From an optimization exercise on the open Yosys and OpenROAD flow, aimed at small area, a short achievable clock period and few clock cycles per item; shortcuts taken in it are not production practice. RTL that was checked went through simulation tests only; none was proved equivalent to the original. Power figures rest on the tool's default switching activity, not on a simulated workload.

==> run a: inputs <==
// sliding_window_range_peak
module sliding_window_range_peak #(
    parameter int WINDOW_MAX = 64
) (
    input  logic                      clk,
    input  logic                      rst_n,
    input  logic                      cfg_we,
    input  logic [srp_pkg::CFG_W-1:0] cfg_wdata,
    input  logic                      s_tvalid,
    output logic                      s_tready,
    input  logic [31:0]               s_tdata,
    input  logic                      s_tlast,
    output logic                      m_tvalid,
    input  logic                      m_tready,
    output logic [63:0]               m_tdata,
    output logic                      m_tuser,
    output logic                      m_tlast
);
    localparam int DW   = srp_pkg::DATA_W;
    localparam int WM   = 64;
    localparam int UMAX = 5;                
    localparam int N    = WM + UMAX - 1;    
    localparam int TW   = 3;                
    logic [6:0] cfg_eff, weff;
    always_comb
        if (cfg_wdata == 7'd0)      cfg_eff = 7'd1;
        else if (cfg_wdata > 7'd64) cfg_eff = 7'd64;
        else                        cfg_eff = cfg_wdata;
    always_ff @(posedge clk or negedge rst_n)
        if (!rst_n)      weff <= srp_pkg::WINDOW_SIZE_RESET;
        else if (cfg_we) weff <= cfg_eff;
    logic [WM-1:0] incl;
  ...
Settings: LEC_CHECK=0, CAP_MARGIN=20, CORE_MARGIN=2, CORE_UTILIZATION=30, CTS_CLUSTER_DIAMETER=100, CTS_CLUSTER_SIZE=25, SETUP_SLACK_MARGIN=3.8, SLEW_MARGIN=20, SYNTH_HIERARCHICAL=1; clock period 7.0 ns.
run.sh (not shown) runs the stock make flow with config.mk's settings and CLKGATE_MAP_FILE= SYNTH_SCRIPT=/design/flow/synth_recipe.tcl, a recipe that flattens the netlist after the stock synthesis.
==> run b (differences from run a) <==
--- a/flow/design.v
+++ b/flow/design.v
@@ -48,74 +48,49 @@
     end
     for (genvar i = 0; i < 2; i++) begin : g_l4
         srp_n1 u_n (.ngh(ng3[2*i+1]), .lh(l3[2*i+1]), .ngl(ng3[2*i]), .ll(l3[2*i]),
                     .g(g4[i]), .nl(nl4[i]));
     end
     srp_n0 u_top (.gh(g4[1]), .nlh(nl4[1]), .gl(g4[0]), .nll(nl4[0]), .ng(ng5), .l(lt));
     assign gt = ~ng5;
 endmodule
-module srp_pr4 (input logic [3:0] v, input logic hi, output logic [3:0] s, output logic any);
-    assign s[3] = v[3] & ~hi;
-    assign s[2] = v[2] & ~hi & ~v[3];
-    assign s[1] = v[1] & ~hi & ~v[3] & ~v[2];
-    assign s[0] = v[0] & ~hi & ~v[3] & ~v[2] & ~v[1];
-    assign any  = |v;
-endmodule
-module srp_nor2 (input logic a, input logic b, output logic y);
-    assign y = ~(a | b);
-endmodule
-module srp_nand2 (input logic a, input logic b, output logic y);
-    assign y = ~(a & b);
-endmodule
-module srp_inv (input logic a, output logic y);
-    assign y = ~a;
-endmodule
-module srp_prio64 (input logic [63:0] v, output logic [63:0] s);
-    logic [15:0] g;       
-    logic [15:0] hi;      
-    logic [15:0] t0, u1, t2, u3;
-    assign t0 = {1'b0, g[15:1]};
-    for (genvar k = 0; k < 16; k++) begin : g_s1
-        if (k + 1 < 16) begin : g_a srp_nor2 u (.a(t0[k]), .b(t0[k+1]), .y(u1[k])); end
-        else begin : g_b srp_inv u (.a(t0[k]), .y(u1[k])); end
-    end
-    for (genvar k = 0; k < 16; k++) begin : g_s2
-        if (k + 2 < 16) begin : g_a srp_nand2 u (.a(u1[k]), .b(u1[k+2]), .y(t2[k])); end
-        else begin : g_b srp_inv u (.a(u1[k]), .y(t2[k])); end
-    end
-    for (genvar k = 0; k < 16; k++) begin : g_s3
-        if (k + 4 < 16) begin : g_a srp_nor2 u (.a(t2[k]), .b(t2[k+4]), .y(u3[k])); end
-        else begin : g_b srp_inv u (.a(t2[k]), .y(u3[k])); end
-    end
-    for (genvar k = 0; k < 16; k++) begin : g_s4
-        if (k + 8 < 16) begin : g_a srp_nand2 u (.a(u3[k]), .b(u3[k+8]), .y(hi[k])); end
-        else begin : g_b srp_inv u (.a(u3[k]), .y(hi[k])); end
-    end
-    for (genvar k = 0; k < 16; k++) begin : g_grp
-        srp_pr4 u (.v(v[4*k+3:4*k]), .hi(hi[k]), .s(s[4*k+3:4*k]), .any(g[k]));
-    end
-endmodule
 module srp_ao8 (input logic [7:0] s, input logic [7:0] d, output logic y);
     assign y = |(s & d);
 endmodule
-module srp_or8 (input logic [7:0] a, output logic y);
-    assign y = |a;
-endmodule
-module srp_sel64 (input logic [63:0] s, input logic [63:0][30:0] d, output logic [30:0] y);
-    for (genvar b = 0; b < 31; b++) begin : g_bit
-        logic [7:0] p;
-        for (genvar k = 0; k < 8; k++) begin : g_grp
+module srp_lp8 (input logic [7:0] v, output logic [7:0] s, output logic any);
+    always_comb
+        for (int i = 0; i < 8; i++) begin
+            s[i] = v[i];
+            for (int k = i + 1; k < 8; k++) s[i] = s[i] & ~v[k];
+        end
+    assign any = |v;
+endmodule
+module srp_pick64 (input logic [63:0] v, input logic [63:0][30:0] d, output logic [30:0] y);
+    logic [7:0]       ga, gs;
+    logic [7:0][7:0]  ls;
+    logic [7:0][30:0] lv;
+    for (genvar g = 0; g < 8; g++) begin : g_grp
+        srp_lp8 u_lp (.v(v[8*g+7:8*g]), .s(ls[g]), .any(ga[g]));
+        for (genvar b = 0; b < 31; b++) begin : g_bit
             logic [7:0] col;
             for (genvar i = 0; i < 8; i++) begin : g_c
-                assign col[i] = d[8*k+i][b];
+                assign col[i] = d[8*g+i][b];
             end
-            srp_ao8 u (.s(s[8*k+7:8*k]), .d(col), .y(p[k]));
+            srp_ao8 u (.s(ls[g]), .d(col), .y(lv[g][b]));
         end
-        srp_or8 u_or (.a(p), .y(y[b]));
+    end
+    logic gany;
+    srp_lp8 u_gp (.v(ga), .s(gs), .any(gany));
+    for (genvar b = 0; b < 31; b++) begin : g_out
+        logic [7:0] col;
+        for (genvar g = 0; g < 8; g++) begin : g_c
+            assign col[g] = lv[g][b];
+        end
+        srp_ao8 u (.s(gs), .d(col), .y(y[b]));
     end
 endmodule
 module srp_pg (input logic gh, input logic th, input logic gl, input logic tl,
                output logic g, output logic t);
     assign g = gh | (th & gl);
     assign t = th & tl;
 endmodule
 module srp_gc (input logic gh, input logic th, input logic gl, output logic g);
@@ -206,21 +181,24 @@
         if (wr) begin
             rb_rdy  <= {rb_rdy[UMAX-2:0],  (n_next >= weff)};
             rb_last <= {rb_last[UMAX-2:0], s_tlast};
         end
     logic [N-1:0][DW-1:0] ring;
     logic [N-1:0]         fmx, fmn;
     logic [WM-1:1]        lt, cen;
     logic [DW-1:0]        nx;
+    logic [WM-1:1]        phgt;
+    always_ff @(posedge clk)
+        phgt <= (wr | (ph == 7'(N - 1))) ? '0 : {phgt[WM-2:1], ~fph[1]};
     assign nx = ~ring[0];
     for (genvar j = 1; j < WM; j++) begin : g_cmp
         logic unused;
         srp_cmp u_cmp (.nx(nx), .r(ring[j]), .lt(lt[j]), .gt(unused));
-        assign cen[j] = fph[1] | (ph > 7'(j));
+        assign cen[j] = fph[1] | phgt[j];
     end
     always_ff @(posedge clk) begin
         ring[0] <= wr ? s_tdata[DW-1:0] : ring[N-1];
         for (int i = 1; i < N; i++) ring[i] <= ring[i-1];
     end
     always_ff @(posedge clk) begin
         fmx[0] <= ~wr & ~clr & fmx[N-1];
         fmn[0] <= ~wr & ~clr & fmn[N-1];
@@ -244,29 +222,27 @@
         for (int k = 0; k < UMAX; k++) begin
             ev     = ev     | (fph[k] & (ucnt > TW'(k)));
             etag   = etag   | ({TW{fph[k]}} & (wc - TW'(1 + k)));
             rdy_e  = rdy_e  | (fph[k] & rb_rdy[k]);
             last_e = last_e | (fph[k] & rb_last[k]);
         end
         ev = ev & (~replay | armed);
     end
-    logic [WM-1:0]         vmx, vmn, smx, smn;
+    logic [WM-1:0]         vmx, vmn;
     logic [WM-1:0][DW-1:0] win;
     always_comb
         for (int a = 0; a < WM; a++) begin
             vmx[a] = incl[a] & ~fmx[a+1];
             vmn[a] = incl[a] & ~fmn[a+1];
             win[a] = ring[a+1];
         end
-    srp_prio64 u_pmx (.v(vmx), .s(smx));
-    srp_prio64 u_pmn (.v(vmn), .s(smn));
     logic [DW-1:0] selmx, selmn;
-    srp_sel64 u_smx (.s(smx), .d(win), .y(selmx));
-    srp_sel64 u_smn (.s(smn), .d(win), .y(selmn));
+    srp_pick64 u_smx (.v(vmx), .d(win), .y(selmx));
+    srp_pick64 u_smn (.v(vmn), .d(win), .y(selmn));
     logic          va;
     logic [TW-1:0] taga;
     logic          rdya, lasta;
     logic [DW-1:0] mxa, mna;
     always_ff @(posedge clk) begin
         mxa   <= selmx;
         mna   <= selmn;
         taga  <= etag;
@@ -286,30 +262,39 @@
     end
     logic [DW-1:0] best_reg, best_out, spread_q, bestout_q;
     logic          rdy_q, last_q;
     logic          commit, drop;
     assign best_reg = (bvalid & ~last_q) ? bestout_q : '0;
     logic sp_gt, sp_lt;
     srp_cmp u_best (.nx(~spread), .r(best_reg), .lt(sp_lt), .gt(sp_gt));
     assign best_out = sp_gt ? spread : best_reg;
-    assign commit   = vb & (tagb == cc) & (~ov | m_tready);
+    assign commit   = tag_ok & (~ov | m_tready);
     assign drop     = vb & ~commit;
     always_ff @(posedge clk)
         if (commit) begin
             spread_q  <= spread;
             bestout_q <= best_out;
             rdy_q     <= rdyb;
             last_q    <= lastb;
         end
     logic [TW-1:0]   u_n;
     logic            fresh_n, replay_n;
     logic [UMAX-1:0] fph_n;
+    logic [TW-1:0] u_up, u_dn;
+    logic          tag_ok;
+    assign u_up   = ucnt + TW'(1);
+    assign u_dn   = ucnt - TW'(1);
+    assign tag_ok = vb & (tagb == cc);
     always_comb begin
-        u_n      = ucnt + TW'(wr) - TW'(commit);
+        case ({wr, commit})
+            2'b10:   u_n = u_up;
+            2'b01:   u_n = u_dn;
+            default: u_n = ucnt;
+        endcase
         fresh_n  = wr ? s_tlast : fresh;
         replay_n = (replay | drop) & (u_n != '0);
         fph_n[1] = wr | fph[2];
         fph_n[0] = ~wr & fph[1];
         for (int k = 2; k < UMAX - 1; k++) fph_n[k] = ~wr & fph[k+1];
         fph_n[UMAX-1] = ~wr & (ph == 7'(N - UMAX + 1));
     end
     always_ff @(posedge clk or negedge rst_n)
CORE_UTILIZATION = 35   (was 30)
PLACE_DENSITY = 0.65   (was not set)
SETUP_SLACK_MARGIN = 4.0   (was 3.8)
==> notes <==
Between run a and run b, the lower first-iteration DRC count is in run a (gap 26%, measured against run b). Fmax: run a is lower than run b (2.6%). Against run a, the global-route usage of run b is higher by 8.2 points. Of run b and run a, run a has the higher die area (gap 12%, measured against run a). Of run a and run b, run b has the higher sequential power (gap about 26%, measured against run b). Of run b and run a, run b has the higher sequential share of layout area (gap 1.0 points). Against run b, the worst setup slack of run a is worse by 89 ps.
==> figures <==
| metric | run b | run a |
|---|---|---|
| Outcome | complete, no violations | complete, no violations |
| Initial Utilization | 35.1% | 30.1% |
| Die Footprint | 0.358 mm^2 | 0.408 mm^2 |
| Pre-CTS worst setup slack | 2850 ps | 2810 ps |
| CP required | 7750 ps | 7710 ps |
| Number of warnings reported in the yosys synthesis log | 13 | 12 |
| Post-cts resize count | 382 | 385 |
| Slowest cell on crit path | a22oi_2 | nor4_4 |
| Total via count after detailed routing | 126k | 120k |
| Mean number of vias per cell | 6.36 | 5.88 |
| Clock Skews | 88.0 ps | 47.6 ps |
| Die extent in y | 598 um | 639 um |
| Logic pwr share | 44.5% | 2.3% |
| P_clk | 8.58 mW | 8.66 mW |
| Max-slew headroom | 10.4% | 19.9% |
| Buffers, non-clock | 433 | 484 |
Testbench counts of run a, summed over its fixed seeds: cycles 12,778, items 12,482.
The RTL of run b was laid out without a check of its function.

==> what the ideal ports hide <==
The flow's constraints put no driver on any port. The routed layouts listed below were extracted and timed again, unchanged, in two steps.
Step 1 assumes that a clkbuf_16 drives the clock port and a buf_2 every other input.
Step 2 adds t to the input delays and takes it off the output delays; t is the mean of the earliest and latest rising clock arrival at the registers after step 1. Input paths then give back, and output paths get back, about the clock's delay inside the block.
Slacks: ideal / step 1 / step 2; pairs: ideal / step 1.
run	shift t [ns]	setup WS [ns]	worst setup path after step 2
run a	0.952	3.618 / 3.618 / 2.980	input to register
run b	0.961	3.707 / 3.707 / 3.239	input to register
After both steps every run listed still meets setup and hold. For run a, which loses most, drivers alone change the setup slack by 0.000 ns; drivers and shift together by -0.638 ns.
